This is an optimization exercise on Yosys and OpenROAD, whose aim is small area, a short achievable clock period and few clock cycles per item, not a production implementation. Function was checked by simulation only, so behaviour that the tests miss may differ from the original.

===== design/flow/config.mk =====
export PLATFORM = sky130hd
export DESIGN_NAME = radial_vignette_pixel_top
export DESIGN_NICKNAME = radial_vignette_pixel_top
export VERILOG_FILES = /design/flow/design.v
export SDC_FILE = /design/flow/constraint.sdc
export NUM_CORES = 4
export LEC_CHECK = 0
export CAP_MARGIN = 20
export CORE_MARGIN = 2
export CORE_UTILIZATION = 40
export SLEW_MARGIN = 20

===== design/flow/constraint.sdc =====
create_clock -name core_clock -period 10.0 [get_ports {clk}]
set_input_delay 2.0000 -clock core_clock [delete_from_list [all_inputs] [get_ports {clk}]]
set_output_delay 2.0000 -clock core_clock [all_outputs]
set_load 0.01 [all_outputs]

===== design/flow/design.v =====
`default_nettype none
package rvp_pkg;
	localparam int FRAC     = 16;
	localparam int DIM_W    = 13;
	localparam int CRD_W    = 12;
	localparam int ADX_W    = 13;
	localparam int SQ_W     = 26;
	localparam int NUM_W    = 27;
	localparam int DEN_W    = 26;
	localparam int RATIO_W  = 18;
	localparam int D_W      = 17;
	localparam int FX_W     = 17;
	localparam int CFG_W    = 17;
	localparam logic [DIM_W-1:0] MAX_DIM = 13'd4096;
	localparam logic [FX_W-1:0]  ONE_FX  = 17'h10000;
	typedef enum logic [1:0] {
		CFG_WIDTH    = 2'd0,
		CFG_HEIGHT   = 2'd1,
		CFG_RADIUS   = 2'd2,
		CFG_STRENGTH = 2'd3
	} cfg_idx_t;
	typedef struct packed {
		logic [7:0] blue;
		logic [7:0] green;
		logic [7:0] red;
	} rgb_t;
endpackage
`default_nettype wire
`default_nettype none
module rvp_div_pipe #(
	parameter int RW = 26,
	parameter int QW = 18,
	parameter int SW = 26
) (
	input  wire logic          clk,
	input  wire logic          arst_n,
	input  wire logic          en,
	input  wire logic          in_valid,
	input  wire logic [RW-1:0] rem0,
	input  wire logic [RW-1:0] dvs,
	input  wire logic [QW-1:0] feed,
	input  wire logic [SW-1:0] side_in,
	output logic               out_valid,
	output logic [QW-1:0]      quot,
	output logic [SW-1:0]      side_out
);
	localparam int NS = QW / 2;
	logic          vld_s  [NS];
	logic [RW-1:0] rem_s  [NS];
	logic [RW-1:0] dvs_s  [NS];
	logic [QW-1:0] feed_s [NS];
	logic [QW-1:0] quo_s  [NS];
	logic [SW-1:0] side_s [NS];
	for (genvar g = 0; g < NS; g++) begin : g_stage
		logic          v_in;
		logic [RW-1:0] r_in, d_in, r_nx;
		logic [QW-1:0] f_in, q_in, f_nx, q_nx;
		logic [SW-1:0] sd_in;
		logic [RW:0]   r_w;
		logic          qb;
		if (g == 0) begin : g_first
			assign v_in  = in_valid;
			assign r_in  = rem0;
			assign d_in  = dvs;
			assign f_in  = feed;
			assign q_in  = '0;
			assign sd_in = side_in;
		end else begin : g_next
			assign v_in  = vld_s[g-1];
			assign r_in  = rem_s[g-1];
			assign d_in  = dvs_s[g-1];
			assign f_in  = feed_s[g-1];
			assign q_in  = quo_s[g-1];
			assign sd_in = side_s[g-1];
		end
		always_comb begin
			r_nx = r_in;
			f_nx = f_in;
			q_nx = q_in;
			r_w  = '0;
			qb   = 1'b0;
			for (int k = 0; k < 2; k++) begin
				r_w = {r_nx, f_nx[QW-1]};
				qb  = (r_w >= {1'b0, d_in});
				if (qb) begin
					r_w = r_w - {1'b0, d_in};
				end
				r_nx = r_w[RW-1:0];
				q_nx = {q_nx[QW-2:0], qb};
				f_nx = {f_nx[QW-2:0], 1'b0};
			end
		end
		always_ff @(posedge clk or negedge arst_n) begin
			if (!arst_n) begin
				vld_s[g] <= 1'b0;
			end else if (en) begin
				vld_s[g] <= v_in;
			end
		end
		always_ff @(posedge clk) begin
			if (en) begin
				rem_s[g]  <= r_nx;
				dvs_s[g]  <= d_in;
				feed_s[g] <= f_nx;
				quo_s[g]  <= q_nx;
				side_s[g] <= sd_in;
			end
		end
	end
	assign out_valid = vld_s[NS-1];
	assign quot      = quo_s[NS-1];
	assign side_out  = side_s[NS-1];
endmodule
`default_nettype wire
`default_nettype none
import rvp_pkg::*;
module rvp_sqrt_pipe
#(
	parameter int SW = 25
) (
	input  wire logic               clk,
	input  wire logic               arst_n,
	input  wire logic               en,
	input  wire logic               in_valid,
	input  wire logic [RATIO_W-1:0] radicand,
	input  wire logic [SW-1:0]      side_in,
	output logic                    out_valid,
	output logic [D_W-1:0]          root,
	output logic [SW-1:0]           side_out
);
	localparam int VW = 2 * (D_W + 1);
	localparam int RT = D_W + 1;
	localparam int RW = RT + 2;
	localparam int NS = RT / 2;
	logic          vld_s  [NS];
	logic [RW-1:0] rem_s  [NS];
	logic [RT-1:0] rt_s   [NS];
	logic [VW-1:0] val_s  [NS];
	logic [SW-1:0] side_s [NS];
	for (genvar g = 0; g < NS; g++) begin : g_stage
		logic          v_in;
		logic [RW-1:0] r_in, r_nx;
		logic [RT-1:0] t_in, t_nx;
		logic [VW-1:0] x_in, x_nx;
		logic [SW-1:0] sd_in;
		logic [RW+1:0] rn, tr;
		logic          qb;
		if (g == 0) begin : g_first
			assign v_in  = in_valid;
			assign r_in  = '0;
			assign t_in  = '0;
			assign x_in  = {2'b00, radicand, {FRAC{1'b0}}};
			assign sd_in = side_in;
		end else begin : g_next
			assign v_in  = vld_s[g-1];
			assign r_in  = rem_s[g-1];
			assign t_in  = rt_s[g-1];
			assign x_in  = val_s[g-1];
			assign sd_in = side_s[g-1];
		end
		always_comb begin
			r_nx = r_in;
			t_nx = t_in;
			x_nx = x_in;
			rn   = '0;
			tr   = '0;
			qb   = 1'b0;
			for (int k = 0; k < 2; k++) begin
				rn = {r_nx, x_nx[VW-1:VW-2]};
				tr = {{(RW-RT){1'b0}}, t_nx, 2'b01};
				qb = (rn >= tr);
				if (qb) begin
					rn = rn - tr;
				end
				r_nx = rn[RW-1:0];
				t_nx = {t_nx[RT-2:0], qb};
				x_nx = {x_nx[VW-3:0], 2'b00};
			end
		end
		always_ff @(posedge clk or negedge arst_n) begin
			if (!arst_n) begin
				vld_s[g] <= 1'b0;
			end else if (en) begin
				vld_s[g] <= v_in;
			end
		end
		always_ff @(posedge clk) begin
			if (en) begin
				rem_s[g]  <= r_nx;
				rt_s[g]   <= t_nx;
				val_s[g]  <= x_nx;
				side_s[g] <= sd_in;
			end
		end
	end
	assign out_valid = vld_s[NS-1];
	assign root      = rt_s[NS-1][D_W-1:0];
	assign side_out  = side_s[NS-1];
endmodule
`default_nettype wire
`default_nettype none
import rvp_pkg::*;
module radial_vignette_pixel_top
(
	input  wire logic              clk,
	input  wire logic              arst_n,
	input  wire logic              s_tvalid,
	output logic                   s_tready,
	input  wire logic [47:0]       s_tdata,
	output logic                   m_tvalid,
	input  wire logic              m_tready,
	output logic [23:0]            m_tdata,
	input  wire logic              cfg_we,
	input  wire logic [1:0]        cfg_index,
	input  wire logic [CFG_W-1:0]  cfg_data
);
	localparam int NP = 50;    
	logic [DIM_W-1:0] width_q, height_q;
	logic [FX_W-1:0]  radius_q, strength_q;
	logic [25:0]      den_q;
	logic             den_pend;
	logic tok0, tok1;
	logic [26:0] num_c;
	logic en;
	always_ff @(posedge clk or negedge arst_n) begin
		if (!arst_n) begin
			width_q    <= 13'd640;
			height_q   <= 13'd480;
			radius_q   <= 17'd32768;
			strength_q <= 17'd32768;
		end else if (cfg_we) begin
			unique case (cfg_index)
				2'd0: width_q    <= cfg_data[DIM_W-1:0];
				2'd1: height_q   <= cfg_data[DIM_W-1:0];
				2'd2: radius_q   <= cfg_data;
				2'd3: strength_q <= cfg_data;
				default: ;
			endcase
		end
	end
	always_ff @(posedge clk or negedge arst_n) begin
		if (!arst_n) begin
			den_pend <= 1'b0;
			den_q    <= 26'd640000;
		end else begin
			if (cfg_we && !cfg_index[1])
				den_pend <= 1'b1;
			else if (en)
				den_pend <= 1'b0;
			if (en && tok1)
				den_q <= num_c[25:0];
		end
	end
	logic [12:0] w_eff, h_eff;
	logic [16:0] s_eff;
	logic        s_one, den_zero, r_big;
	logic [15:0] r16;
	assign w_eff    = width_q[12]  ? 13'd4096 : width_q;
	assign h_eff    = height_q[12] ? 13'd4096 : height_q;
	assign s_one    = strength_q[16];
	assign s_eff    = s_one ? 17'h10000 : strength_q;
	assign den_zero = (den_q == 26'd0);
	assign r_big    = radius_q[16];
	assign r16      = radius_q[15:0];
	logic [1:0]  oc;           
	logic [23:0] ob0, ob1;     
	logic        vl;           
	logic [23:0] res_c;        
	logic        push, pop;
	logic [1:0]  oc_nx;
	assign m_tvalid = (oc != 2'd0);
	assign m_tdata  = ob0;
	assign s_tready = en && !den_pend;
	assign push  = en && vl;
	assign pop   = m_tvalid && m_tready;
	assign oc_nx = oc + {1'b0, push} - {1'b0, pop};
	always_ff @(posedge clk or negedge arst_n) begin
		if (!arst_n) begin
			oc <= 2'd0;
			en <= 1'b1;
		end else begin
			oc <= oc_nx;
			en <= (oc_nx != 2'd2);
		end
	end
	always_ff @(posedge clk) begin
		if (pop) begin
			ob0 <= (oc == 2'd2) ? ob1 : res_c;
		end else if (push && oc == 2'd0) begin
			ob0 <= res_c;
		end
		if (push && ((oc == 2'd1 && !pop) || (oc == 2'd2)))
			ob1 <= res_c;
	end
	logic        v   [NP];
	logic [23:0] rgb [NP];
	always_ff @(posedge clk or negedge arst_n) begin
		if (!arst_n) begin
			for (int i = 0; i < NP; i++) v[i] <= 1'b0;
			tok0 <= 1'b0;
			tok1 <= 1'b0;
		end else if (en) begin
			v[0] <= s_tvalid && !den_pend;
			for (int i = 1; i < NP; i++) v[i] <= v[i-1];
			tok0 <= den_pend;
			tok1 <= tok0;
		end
	end
	assign vl = v[NP-1];
	always_ff @(posedge clk) begin
		if (en) begin
			rgb[0] <= s_tdata[47:24];
			for (int i = 1; i < NP; i++) rgb[i] <= rgb[i-1];
		end
	end
	logic [11:0] col0, row0;
	always_ff @(posedge clk) begin
		if (en) begin
			col0 <= s_tdata[11:0];
			row0 <= s_tdata[23:12];
		end
	end
	logic [13:0] dxa, dxb, dya, dyb;
	logic [12:0] cx, cy;
	assign cx  = tok0 ? 13'd0 : {col0, 1'b0};
	assign cy  = tok0 ? 13'd0 : {row0, 1'b0};
	assign dxa = {1'b0, cx} - {1'b0, w_eff};
	assign dxb = {1'b0, w_eff} - {1'b0, cx};
	assign dya = {1'b0, cy} - {1'b0, h_eff};
	assign dyb = {1'b0, h_eff} - {1'b0, cy};
	logic [12:0] adx1, ady1;
	always_ff @(posedge clk) begin
		if (en) begin
			adx1 <= dxa[13] ? dxb[12:0] : dxa[12:0];
			ady1 <= dya[13] ? dyb[12:0] : dya[12:0];
		end
	end
	assign num_c = 27'(26'(adx1) * 26'(adx1)) + 27'(26'(ady1) * 26'(ady1));
	logic [26:0] num2;
	always_ff @(posedge clk) begin
		if (en) num2 <= num_c;
	end
	logic [24:0] dr  [3:20];
	logic [1:0]  qp  [3:20];
	logic        nb3;
	logic        sat [3:21];
	always_ff @(posedge clk) begin
		if (en) begin
			sat[3] <= (num2 >= {den_q, 2'b00});
			for (int i = 4; i <= 21; i++) sat[i] <= sat[i-1];
			nb3 <= num2[0];
		end
	end
	for (genvar k = 1; k <= 18; k++) begin : g_div
		localparam int S = k + 2;    
		logic [24:0] r_in;
		logic        b_in;
		logic [26:0] t;
		logic        qb;
		if (k == 1) begin : g_f
			assign r_in = num2[26:2];
			assign b_in = num2[1];
		end else if (k == 2) begin : g_s
			assign r_in = dr[S-1];
			assign b_in = nb3;
		end else begin : g_n
			assign r_in = dr[S-1];
			assign b_in = 1'b0;
		end
		assign t  = {1'b0, r_in, b_in} - {1'b0, den_q};
		assign qb = !t[26];
		always_ff @(posedge clk) begin
			if (en) begin
				dr[S] <= qb ? t[24:0] : {r_in[23:0], b_in};
				if (k % 2 == 1) qp[S] <= {1'b0, qb};
				else            qp[S] <= {qp[S-1][0], qb};
			end
		end
	end
	for (genvar j = 1; j <= 17; j++) begin : g_sq
		localparam int S = (j <= 9) ? (2 * j + 3) : (j + 12);
		logic [j:0]   rem;       
		logic [j-1:0] root;      
		logic [j:0]   remh;      
		logic [j-1:0] rooth;
		logic [1:0]   pr;
		logic [j+1:0] rn, tr, df;
		logic         qb;
		if (j <= 9) begin : g_p
			assign pr = sat[S-1] ? 2'b11 : qp[S-1];
		end else begin : g_z
			assign pr = 2'b00;
		end
		if (j == 1) begin : g_f
			assign rn = {1'b0, pr};
			assign tr = 3'b001;
		end else if (j <= 9) begin : g_h
			assign rn = {g_sq[j-1].remh, pr};
			assign tr = {1'b0, g_sq[j-1].rooth, 2'b01};
		end else begin : g_n
			assign rn = {g_sq[j-1].rem, pr};
			assign tr = {1'b0, g_sq[j-1].root, 2'b01};
		end
		assign df = rn - tr;
		assign qb = !df[j+1];
		if (j < 17) begin : g_r
			always_ff @(posedge clk) begin
				if (en) rem <= qb ? df[j:0] : rn[j:0];
			end
			if (j == 1) begin : g_r1
				always_ff @(posedge clk) begin
					if (en) root <= qb;
				end
			end else if (j <= 9) begin : g_rh
				always_ff @(posedge clk) begin
					if (en) root <= {g_sq[j-1].rooth, qb};
				end
			end else begin : g_rn
				always_ff @(posedge clk) begin
					if (en) root <= {g_sq[j-1].root, qb};
				end
			end
		end
		if (j <= 8) begin : g_hold
			always_ff @(posedge clk) begin
				if (en) begin
					remh  <= rem;
					rooth <= root;
				end
			end
		end
	end
	logic [15:0] rt16;
	assign rt16 = g_sq[16].root;
	logic [17:0] dm0, dm1;   
	assign dm0 = {1'b0, rt16, 1'b0} - {2'b00, r16};
	assign dm1 = {1'b0, rt16, 1'b1} - {2'b00, r16};
	logic [15:0] fr  [29:44];
	logic [15:0] tq  [30:45];
	logic        act [29:49];
	logic        tsat[29:49];
	always_ff @(posedge clk) begin
		if (en) begin
			if (g_sq[17].qb) begin
				fr[29]  <= dm1[15:0];
				act[29] <= !dm1[17] && (dm1[16:0] != 17'd0);
			end else begin
				fr[29]  <= dm0[15:0];
				act[29] <= !dm0[17] && (dm0[16:0] != 17'd0);
			end
			tsat[29] <= rt16[15];
		end
	end
	for (genvar k = 1; k <= 16; k++) begin : g_fd
		localparam int S = 29 + k;
		logic [17:0] s;
		logic        qb;
		logic [15:0] tp;
		if (k == 1) begin : g_f
			assign tp = 16'd0;
		end else begin : g_n
			assign tp = tq[S-1];
		end
		assign s  = {1'b0, fr[S-1], 1'b0} + {2'b00, r16};
		assign qb = (s[17:16] != 2'b00);
		if (k < 16) begin : g_r
			always_ff @(posedge clk) begin
				if (en) begin
					fr[S] <= qb ? s[15:0] : {fr[S-1][14:0], 1'b0};
					tq[S] <= {tp[14:0], qb};
				end
			end
		end else begin : g_l
			always_ff @(posedge clk) begin
				if (en) begin
					tq[S] <= {tp[14:0], qb};
				end
			end
		end
	end
	always_ff @(posedge clk) begin
		if (en) begin
			for (int i = 30; i <= 49; i++) begin
				act[i]  <= act[i-1];
				tsat[i] <= tsat[i-1];
			end
		end
	end
	logic [15:0] tt;
	assign tt = tq[45];
	logic [15:0] sq_hh, sq_hl, sq_ll;
	always_ff @(posedge clk) begin
		if (en) begin
			sq_hh <= tt[15:8] * tt[15:8];
			sq_hl <= tt[15:8] * tt[7:0];
			sq_ll <= tt[7:0] * tt[7:0];
		end
	end
	logic [31:0] sqsum;
	assign sqsum = {sq_hh, 16'd0} + {7'd0, sq_hl, 9'd0} + {16'd0, sq_ll};
	logic [15:0] t2_47;
	always_ff @(posedge clk) begin
		if (en) t2_47 <= sqsum[31:16];
	end
	logic [23:0] pm_h, pm_l;
	logic [15:0] t2_48;
	always_ff @(posedge clk) begin
		if (en) begin
			pm_h  <= strength_q[15:0] * t2_47[15:8];
			pm_l  <= strength_q[15:0] * t2_47[7:0];
			t2_48 <= t2_47;
		end
	end
	logic [31:0] pmsum;
	logic [16:0] st;
	assign pmsum = {pm_h, 8'd0} + {8'd0, pm_l};
	always_comb begin
		if (tsat[48])      st = s_eff;
		else if (s_one)    st = {1'b0, t2_48};
		else               st = {1'b0, pmsum[31:16]};
	end
	logic [16:0] f49;
	always_ff @(posedge clk) begin
		if (en) begin
			if (act[48] && !den_zero && !r_big) f49 <= 17'h10000 - st;
			else                                f49 <= 17'h10000;
		end
	end
	logic [23:0] pr_c, pg_c, pb_c;
	assign pr_c = 24'(rgb[NP-1][7:0])   * 24'(f49[15:0]);
	assign pg_c = 24'(rgb[NP-1][15:8])  * 24'(f49[15:0]);
	assign pb_c = 24'(rgb[NP-1][23:16]) * 24'(f49[15:0]);
	assign res_c = f49[16] ? rgb[NP-1] : {pb_c[23:16], pg_c[23:16], pr_c[23:16]};
endmodule
`default_nettype wire

===== design/flow/run.sh =====
#!/bin/bash
# synth_recipe.tcl (not shown) runs the flow's synth.tcl, then flattens the netlist and writes it again
# the make line also repeats each setting of config.mk as NAME=value (left out here)
make -C /OpenROAD-flow-scripts/flow DESIGN_CONFIG=/design/flow/config.mk WORK_HOME=/design/flow/orfs CLKGATE_MAP_FILE= SYNTH_SCRIPT=/design/flow/synth_recipe.tcl finish

==> qor.yml <==
logic_synthesis:
  yosys_most_used_dff: "sky130_fd_sc_hd__edfxtp_1"
  synth.lib_cells_used.distinct: 111
  synth_top_cell_by_area: "sky130_fd_sc_hd__edfxtp_1"
  synth_sequential_area_ratio_pct: 50.35
  post-synth-top-area-fraction_pct: 48.23
  syn_inst: 13530
  synth.cell_area_mm2: 0.1691
  yosysWarningCount: 10
  synthTopCellsByCount: "2716 x sky130_fd_sc_hd__edfxtp_1, 1377 x sky130_fd_sc_hd__ha_1, 1363 x sky130_fd_sc_hd__inv_1, 988 x sky130_fd_sc_hd__nand2_1, 790 x sky130_fd_sc_hd__fa_1"
  ys_top_cells_by_area: "sky130_fd_sc_hd__edfxtp_1 48%, sky130_fd_sc_hd__ha_1 10%, sky130_fd_sc_hd__fa_1 9.4%, sky130_fd_sc_hd__mux2_2 4.2%, sky130_fd_sc_hd__inv_1 3.0%"
  yosys_register_bits: 2858
  synth-async-reset-ratio_pct: 4.969
  post-synth-top-count-cell: "sky130_fd_sc_hd__edfxtp_1"
  synth-edff-count: 2716
  synth.avg_cell_area_um2: 12.49
  synthesis.nets: 15770
detailed_routing:
  ant_nets: 0
  drt_iter0_drc: 6645
  route.detailed.vias_per_inst: 5.061
  wl_um: 348200
  post_drt_wl_per_cell_um: 17.64
  routed-via-count: 99920
  drcViolationCount: 0
  dr.pass1.iters: 5
place:
  hpwlAfterDp_um: 241700
  gp_congestion: 0.8256
  dpl.cell_count: 19120
  place.port_buffers: 97
layout:
  area_delta_synth_final_pct: 11.37
  final_layout_size_suffix_gt1_share_pct: 10.11
  multi_input_gate_area_mm2: 0.07784
  register_area_mm2: 0.08513
  final_cell_count_no_fill: 19740
  final_nets: 16050
  num-fill-cells: 38420
global_routing:
  grtUsageTotal_pct: 16.24
  grt_antenna_before_repair: 25
  maximum_number_of_pins_on_one_net_before_global_route_repair: 193
  grt-ovfl-total: 0
  grt_first_pass_wirelength_um: 555300
  grt_pass1_vias: 101300
clock_tree:
  tritoncts: "done"
  tritoncts_num_sinks: 2858
  master_cell_of_the_clock_root_buffer: "sky130_fd_sc_hd__clkbuf_16"
  clkTransAtPathRegs_ps: 60
  cts-buffers-inserted: 332
  post_cts_buffers: 0
  clk_path_buf_depth: 4
  hold_buf_count_cts: 0
  ctsResizeCount: 0
  cts_max_level: 5
  clock_latency_ps: 950
run:
  max-cap-violations: 0
timing:
  layout_min_cycle_time_ps: 7217
  finClkSkew_ps: 46.17
  achievable_freq_mhz: 138.6
  tightest_slew_ps: 1124
  finalSetupTns_ps: 0
  report.final.hold_viol_count: 0
  grt_setup_unrepaired: "false"
  number_of_pins_exceeding_their_max_slew_limit_in_the_final_report: 0
  layout_worst_path_cycle_share_pct: 72.17
  timing.final.setup_violations: 0
  maxSlewHeadroom_pct: 25.04
floorplanning:
  floorplan.initialDensity_pct: 40.21
  floorplan.die.height_um: 654.2
  fp-row-count: 238
  fp.dieArea_mm2: 0.4279
  boundaryPins: 98
  die_x_um: 654.2
  area_of_the_core_region_mm2: 0.4205
worst_hold_path:
  min_from: "g_fd[14].tp[7]$_DFFE_PP_"
  class_of_the_tightest_hold_or_removal_check: "reg2reg"
critical_path:
  cp_data_required_time_ps: 10690
  critPathLaunch: "ady1[6]$_DFFE_PP_"
  timing_worst_setup_path_type: "reg2reg"
  critical_path.reg2reg.startpoint: "ady1[6]$_DFFE_PP_"
  crit_fanout: 13
  setup.worst_path.start_class: "flop"
  setup.worst_path.end_class: "flop"
  worstPathArrival_ps: 7910
status:
  outcome: "finished clean"
[metal layers]
layer	global-route usage, %	wire [um]	up-vias
li1	-	-	48700
met1	21.31	153900	49100
met2	27.39	166900	1604
met3	2.778	16380	509
met4	5.083	10950	2
met5	0	13	-
[sequential cells by signal, summed over array words and instances (netlist names), 17 cells and up]
| register | count |
|---|---|
| radius_q | 17 |
| v | 50 |
| tsat | 20 |
| fr | 256 |
| den_q | 26 |
| act | 20 |
| strength_q | 17 |
| dr | 425 |
| num2 | 27 |
| sat | 18 |
| rgb | 1200 |
| g_sq.rooth | 36 |
| g_sq.root | 136 |
| g_sq.rem | 145 |
| f49 | 17 |
| ob1 | 24 |
| pm_h | 24 |
| g_sq.remh | 44 |
| ob0 | 24 |
| g_fd.tp | 120 |
| qp | 27 |
[placed cells by master, fill, tap and decap left out, types with 69 or more instances in the layout]
cell type	netlist	layout
sky130_fd_sc_hd__o21ai_0	457	457
sky130_fd_sc_hd__nand2b_1	161	161
sky130_fd_sc_hd__o21bai_1	90	89
sky130_fd_sc_hd__mux2i_1	84	84
sky130_fd_sc_hd__xnor2_1	555	553
sky130_fd_sc_hd__clkbuf_1	248	69
sky130_fd_sc_hd__buf_4	6	138
sky130_fd_sc_hd__ha_1	1377	1375
sky130_fd_sc_hd__mux2_2	637	637
sky130_fd_sc_hd__a21o_1	282	282
sky130_fd_sc_hd__xor2_1	273	273
sky130_fd_sc_hd__clkbuf_16	0	338
sky130_fd_sc_hd__nand2_1	988	987
sky130_fd_sc_hd__dfrtp_1	128	127
sky130_fd_sc_hd__clkdlybuf4s50_1	0	96
sky130_fd_sc_hd__and2_1	446	446
sky130_fd_sc_hd__fa_1	790	790
sky130_fd_sc_hd__edfxtp_1	2716	2716
sky130_fd_sc_hd__a21oi_1	738	737
sky130_fd_sc_hd__inv_1	1363	1355
sky130_fd_sc_hd__nor3_1	152	152
sky130_fd_sc_hd__o21a_1	139	139
sky130_fd_sc_hd__nor2b_1	136	135
sky130_fd_sc_hd__nand3_1	136	136
sky130_fd_sc_hd__nor2_1	652	650
[worst max-delay path: stages (launching register included)]
cell and delay (ps):
sky130_fd_sc_hd__edfxtp_1 710, sky130_fd_sc_hd__and2_1 260, sky130_fd_sc_hd__inv_1 80, sky130_fd_sc_hd__fa_1 450, sky130_fd_sc_hd__fa_1 550, sky130_fd_sc_hd__inv_1 50
sky130_fd_sc_hd__fa_1 490, sky130_fd_sc_hd__fa_1 570, sky130_fd_sc_hd__fa_1 430, sky130_fd_sc_hd__fa_1 490, sky130_fd_sc_hd__inv_1 50, sky130_fd_sc_hd__fa_1 510
sky130_fd_sc_hd__inv_1 50, sky130_fd_sc_hd__ha_1 210, sky130_fd_sc_hd__or3_1 380, sky130_fd_sc_hd__o221ai_1 220, sky130_fd_sc_hd__o21ai_1 190, sky130_fd_sc_hd__o41a_1 450
sky130_fd_sc_hd__a211o_1 280, sky130_fd_sc_hd__a21oi_1 240, sky130_fd_sc_hd__mux2i_1 210, sky130_fd_sc_hd__nand3_1 90
[stage by stage]
stage | setup slack (ps) | hold WS, ps | cell area (um^2) | utilization (%)
after CTS | 2731 | 386.0 | 188300 | 44.77
after detailed placement | 2747 | 404.5 | 177300 | 42.16
after global placement | 2780 | 400.2 | 177300 | 42.16
final | 2783 | 391.0 | 188300 | 44.78
after global routing | 2457 | 375.3 | 188300 | 44.78
after floorplan | -10560 | 400.3 | 169200 | -
[area by class of cell]
cell class / instances / area share, %
antenna: 10 / 0.01329
clock buffer: 419 / 4.717
clock inverter: 194 / 1.110
inverter: 1367 / 2.725
multi-input combinational: 9013 / 41.34
sequential: 2858 / 45.21
tap: 5640 / 3.748
timing repair buffer: 242 / 1.136
[path summary, 6_finish.rpt]
path | to | slack, ps | depth (start not counted)
worst min-delay path | g_fd[15].tp[8]$_DFFE_PP_ | 390 | 0
worst min register to register | g_fd[15].tp[8]$_DFFE_PP_ | 390 | 0
worst max-delay path | num2[26]$_DFFE_PP_ | 2780 | 21
worst max register to register | num2[26]$_DFFE_PP_ | 2780 | 21
min in group asynchronous | oc[1]$_DFF_PN0_ | 1020 | 1
max in group asynchronous | width_q[5]$_DFFE_PN0P_ | 6970 | 3
[cells by family after synthesis]
kind of cell,Yosys count,share of synthesized area (%)
and+or+nand+nor,2959,8.378
xor gates and xnor gates,830,4.308
adders and majority gates,2167,19.54
buffers and inverters,1662,3.728
AOI/OAI and AO/OA,2297,8.697
muxes,760,4.999
DFF,2858,50.35
Testbench counts, summed over its fixed seeds: cycles 18,016, items 16,384.

-- static timing again, ports no longer ideal --
How much do the figures lean on ideal ports? The routed layout below was timed once more, with nothing changed but the port constraints. Step 1 (the two cells are an assumption about what drives the block):
set clk [get_ports {clk}]
set_driving_cell -lib_cell sky130_fd_sc_hd__clkbuf_16 $clk
set_driving_cell -lib_cell sky130_fd_sc_hd__buf_2 [delete_from_list [all_inputs] $clk]
Step 2 moves the port delays by t, midway between the first and last clock arrival at a register: inputs arrive t later, outputs are due t later. That takes back most of the time a late clock gives input paths. Three values: ideal, step 1, step 2; two values: the first two.
t, ns: 1.039
setup WS [ns]: 2.783 / 2.783 / 2.783
latest minus earliest clock arrival (ns): 0.073 / 0.073
cell pins on the clock port's net: 1
After both steps this run still meets setup and hold. The setup slack of this run moves by 0.000 ns with the drivers and by 0.000 ns with both steps.
